This design comes from an exercise in tuning for small area and a short achievable clock period on the open sky130 flow, not from production work. RTL that was checked went through simulation tests only; none was proved equivalent to the original. The clock port is modelled as an ideal driver; clocking choices that lean on that would not hold on a real chip.

==> flow/design.v <==
package noc_pkg;
	localparam int num_nodes = 8;
	localparam int node_w = $clog2(num_nodes);
	localparam int num_ports = 3;
	localparam int num_vcs = 2;
	localparam int vc_w = $clog2(num_vcs);
	localparam int vc_depth = 2;
	localparam int flit_data_w = 15;
	localparam int flit_w = 2 + vc_w + flit_data_w;
	localparam int kind_lsb = vc_w + flit_data_w;
	localparam int vc_lsb = flit_data_w;
	localparam logic [1:0] port_anticlockwise = 2'd0;
	localparam logic [1:0] port_clockwise = 2'd1;
	localparam logic [1:0] port_across = 2'd2;
	localparam logic [1:0] port_local = 2'd3;
	localparam logic [1:0] kind_tail = 2'b00;
	localparam logic [1:0] kind_head = 2'b01;
	localparam logic [1:0] kind_body = 2'b10;
	localparam logic [1:0] kind_header = 2'b11;
	function automatic logic [1:0] route_dir(input logic [2:0] dest,
		input logic [2:0] cur);
		logic [2:0] d;
		d = dest - cur;
		case (d)
			3'd0: route_dir = port_local;
			3'd1, 3'd2: route_dir = port_clockwise;
			3'd6, 3'd7: route_dir = port_anticlockwise;
			default: route_dir = port_across;
		endcase
	endfunction
endpackage
`timescale 1ns/100ps
module spidergon_node #(
	parameter logic [noc_pkg::node_w-1:0] node_id = 0
) (
	input logic clk,
	input logic reset,
	input logic [noc_pkg::flit_w-1:0] in_flit_across,
	input logic [noc_pkg::flit_w-1:0] in_flit_clockwise,
	input logic [noc_pkg::flit_w-1:0] in_flit_anticlockwise,
	input logic [noc_pkg::num_ports-1:0] in_valid,
	output logic [noc_pkg::num_ports*noc_pkg::num_vcs-1:0] vc_free,
	output logic [noc_pkg::num_ports*noc_pkg::num_vcs-1:0] vc_full,
	output logic [noc_pkg::flit_w-1:0] out_flit_across,
	output logic [noc_pkg::flit_w-1:0] out_flit_clockwise,
	output logic [noc_pkg::flit_w-1:0] out_flit_anticlockwise,
	output logic [noc_pkg::num_ports-1:0] out_valid,
	input logic [noc_pkg::num_ports*noc_pkg::num_vcs-1:0] adj_vc_free,
	input logic [noc_pkg::num_ports*noc_pkg::num_vcs-1:0] adj_vc_full,
	output logic [noc_pkg::flit_w-1:0] eject_flit,
	output logic eject_valid
);
	localparam int nb = 6;
	localparam int sw = 17;
	logic [2:0][noc_pkg::flit_w-1:0] in_f;
	assign in_f[0] = in_flit_anticlockwise;
	assign in_f[1] = in_flit_clockwise;
	assign in_f[2] = in_flit_across;
	logic [nb-1:0][sw-1:0] mem0, mem1;
	logic [nb-1:0] rd;        
	logic [nb-1:0] ne;        
	logic [nb-1:0] full;
	logic [nb-1:0] free;      
	logic [nb-1:0][1:0] ldir;
	logic [nb-1:0] wr_en;
	logic [nb-1:0] deq;
	logic [nb-1:0][1:0] fk;   
	logic [nb-1:0][2:0] fdest;
	logic [nb-1:0] head;      
	logic [nb-1:0][1:0] dir;
	logic [nb-1:0][sw-1:0] back;
	logic [3:0][nb-1:0] sel_q;
	logic [3:0][nb-1:0] lk;
	logic [3:0][nb-1:1] mask;
	logic [3:0][nb-1:0] req;
	logic [3:0][nb-1:0] grant;
	for (genvar b = 0; b < nb; b++)
	begin : g_buf
		localparam int p = b / 2;
		localparam int v = b % 2;
		logic [sw-1:0] fr;
		assign wr_en[b] = in_valid[p] && (in_f[p][15] == v) && !full[b];
		assign fr = rd[b] ? mem1[b] : mem0[b];
		assign back[b] = rd[b] ? mem0[b] : mem1[b];
		assign fk[b] = fr[16:15];
		assign fdest[b] = fr[14:12];
		assign head[b] = fk[b][0];
		assign dir[b] = head[b] ? noc_pkg::route_dir(fdest[b], node_id) : ldir[b];
		always_ff @(posedge clk)
		begin
			if (wr_en[b] && !(rd[b] ^ ne[b]))
				mem0[b] <= {in_f[p][17:16], in_f[p][14:0]};
			if (wr_en[b] && (rd[b] ^ ne[b]))
				mem1[b] <= {in_f[p][17:16], in_f[p][14:0]};
		end
		always_ff @(posedge clk)
		begin
			if (reset)
			begin
				rd[b] <= 1'b0;
				ne[b] <= 1'b0;
				full[b] <= 1'b0;
				free[b] <= 1'b1;
				ldir[b] <= noc_pkg::port_local;
			end
			else
			begin
				rd[b] <= rd[b] ^ deq[b];
				ne[b] <= wr_en[b] || (ne[b] && !(deq[b] && !full[b]));
				full[b] <= full[b] ? !deq[b] : (ne[b] && wr_en[b] && !deq[b]);
				if (wr_en[b] && in_f[p][16])
					free[b] <= 1'b0;
				else if (deq[b] && (fk[b][1] == fk[b][0]))
					free[b] <= 1'b1;
				if (ne[b] && fk[b] == noc_pkg::kind_head)
					ldir[b] <= dir[b];
			end
		end
		assign deq[b] = grant[0][b] | grant[1][b] | grant[2][b] | grant[3][b];
	end
	assign vc_free = free;
	assign vc_full = full;
	for (genvar o = 0; o < 4; o++)
	begin : g_out
		logic [nb-1:0] hi;
				logic [nb-1:1] kill;
		logic [sw-1:0] of;
		for (genvar b = 0; b < nb; b++)
		begin : g_req
			logic ok_lock;
			logic ok_flow;
			assign ok_lock = !(|lk[o]) || lk[o][b];
			if (o == 3)
				assign ok_flow = 1'b1;
			else
				assign ok_flow = !adj_vc_full[o*2 + b%2] && (!head[b] || adj_vc_free[o*2 + b%2]);
			assign req[o][b] = ne[b] && (dir[b] == o) && ok_lock && ok_flow;
		end
		assign hi = req[o] & {mask[o], 1'b0};
		for (genvar b = 0; b < nb; b++)
		begin : g_grant
			if (b == 0)
				assign grant[o][b] = req[o][b] && !(|hi);
			else
				assign grant[o][b] = req[o][b] && (mask[o][b] ? !(|hi[b-1:0]) :
					!(|hi) && !(|req[o][b-1:0]));
			if (b > 0)
				assign kill[b] = |grant[o][b-1:0];
		end
		always_ff @(posedge clk)
		begin
			if (reset)
			begin
				sel_q[o] <= '0;
				lk[o] <= '0;
				mask[o] <= '0;
			end
			else
			begin
				sel_q[o] <= grant[o];
				for (int b = 0; b < nb; b++)
				begin
					if (grant[o][b])
						lk[o][b] <= (fk[b] == noc_pkg::kind_head) ||
							(fk[b] != noc_pkg::kind_tail && lk[o][b]);
				end
				if (|req[o])
					mask[o] <= kill[nb-1:1];
			end
		end
		always_comb
		begin
			of = '0;
			for (int b = 0; b < nb; b++)
				if (sel_q[o][b])
					of = of | back[b];
		end
		assign g_out_flit[o] = {of[16:15], sel_q[o][1] | sel_q[o][3] | sel_q[o][5], of[14:0]};
		assign g_out_valid[o] = |sel_q[o];
	end
	logic [3:0][noc_pkg::flit_w-1:0] g_out_flit;
	logic [3:0] g_out_valid;
	assign out_flit_anticlockwise = g_out_flit[0];
	assign out_flit_clockwise = g_out_flit[1];
	assign out_flit_across = g_out_flit[2];
	assign eject_flit = g_out_flit[3];
	assign out_valid = g_out_valid[2:0];
	assign eject_valid = g_out_valid[3];
endmodule
Settings: LEC_CHECK=0, CAP_MARGIN=20, CORE_MARGIN=2, CORE_UTILIZATION=60, CTS_CLUSTER_DIAMETER=100, CTS_CLUSTER_SIZE=20, PLACE_DENSITY=0.75, SETUP_SLACK_MARGIN=2.8, SLEW_MARGIN=20, TNS_END_PERCENT=0; clock period 6.0 ns.
standard.sh (not shown) runs the stock make flow with config.mk's settings and CLKGATE_MAP_FILE= SYNTH_SCRIPT=/design/flow/synth_recipe.tcl, a recipe that flattens the netlist after the stock synthesis.
==> flow/flow/run.sh <==
#!/bin/bash
# The standard layout with two changes: plain buf_2 cells as the port buffers (every
# port still gets its own buffer), and before clock tree synthesis the flip-flops that
# drive many loads are given a stronger drive (same cell type, dfxtp_1 -> dfxtp_4)
set -euo pipefail
here=$(pwd)
export BUFFER_PORTS_ARGS="-buffer_cell sky130_fd_sc_hd__buf_2"
export PRE_CTS_TCL="$here/flow/upsize.tcl"
export UPSIZE_FANOUT=8
bash standard.sh > standard_flow.log 2>&1
==> flow/flow/upsize.tcl <==
# size up weak flip-flops that drive many loads (drive strength only, same cell type)
set n 0
foreach inst [all_registers] {
  set master [get_property $inst ref_name]
  if {$master eq "sky130_fd_sc_hd__dfxtp_1"} {
    set q [get_pins -of_objects $inst -filter "direction==output"]
    set fo [llength [get_pins -of_objects [get_nets -of_objects $q] -filter "direction==input"]]
    if {$fo >= $::env(UPSIZE_FANOUT)} { replace_cell $inst sky130_fd_sc_hd__dfxtp_4; incr n }
  }
}
puts "upsized $n flip-flops"
The first run passed the timing, design-rule and antenna checks.
Rerun with:
--- a/flow/design.v
+++ b/flow/design.v
@@ -92,23 +92,25 @@
 				mem0[b] <= {in_f[p][17:16], in_f[p][14:0]};
 			if (wr_en[b] && (rd[b] ^ ne[b]))
 				mem1[b] <= {in_f[p][17:16], in_f[p][14:0]};
 		end
 		always_ff @(posedge clk)
 		begin
+			rd[b] <= (rd[b] && !reset) ^ deq[b];
+		end
+		always_ff @(posedge clk)
+		begin
 			if (reset)
 			begin
-				rd[b] <= 1'b0;
 				ne[b] <= 1'b0;
 				full[b] <= 1'b0;
 				free[b] <= 1'b1;
 				ldir[b] <= noc_pkg::port_local;
 			end
 			else
 			begin
-				rd[b] <= rd[b] ^ deq[b];
 				ne[b] <= wr_en[b] || (ne[b] && !(deq[b] && !full[b]));
 				full[b] <= full[b] ? !deq[b] : (ne[b] && wr_en[b] && !deq[b]);
 				if (wr_en[b] && in_f[p][16])
 					free[b] <= 1'b0;
 				else if (deq[b] && (fk[b][1] == fk[b][0]))
 					free[b] <= 1'b1;
Via count is lower by 1.3%.
Final area fell by 3.6%.
Fmax came out lower by 0.89%.
Worst hold slack is worse by 0.031 ns.
Die area went up by 0.80%.
Setup slack loses 0.030 ns.
Sequential share of layout area grows by 1.7 points.
Global-route usage shrinks by 2.2 points.
First-iteration DRC count rises by 29%.
For the second run of this note, only the layout was checked, not whether the RTL still works.

==> static timing again, ports no longer ideal <==
How much do the figures lean on ideal ports? The routed layouts below were timed once more, with nothing changed but the port constraints. Step 1, drivers: a clkbuf_16 drives clk and a buf_2 each remaining input, both assumed. Step 2 adds t to the input delays and takes it off the output delays; t is the mean of the earliest and latest rising clock arrival at the registers after step 1. Input paths then give back, and output paths get back, about the clock's delay inside the block. Slacks: ideal ports / drivers / drivers and shift; pairs: ideal ports / drivers.
run	t, ns	slack for setup (ns)	hold slack, ns	latest minus earliest clock arrival (ns)	cell pins on the clock port's net
the first run	0.569	2.630 / 2.603 / 2.336	0.494 / 0.494 / 0.494	0.022 / 0.023	1
the second run	0.554	2.600 / 2.600 / 2.304	0.463 / 0.463 / 0.463	0.022 / 0.022	1
After both steps setup and hold are still met in every run listed. The setup slack of the second run, which loses most, moves by 0.000 ns with the drivers and by -0.296 ns with both steps.
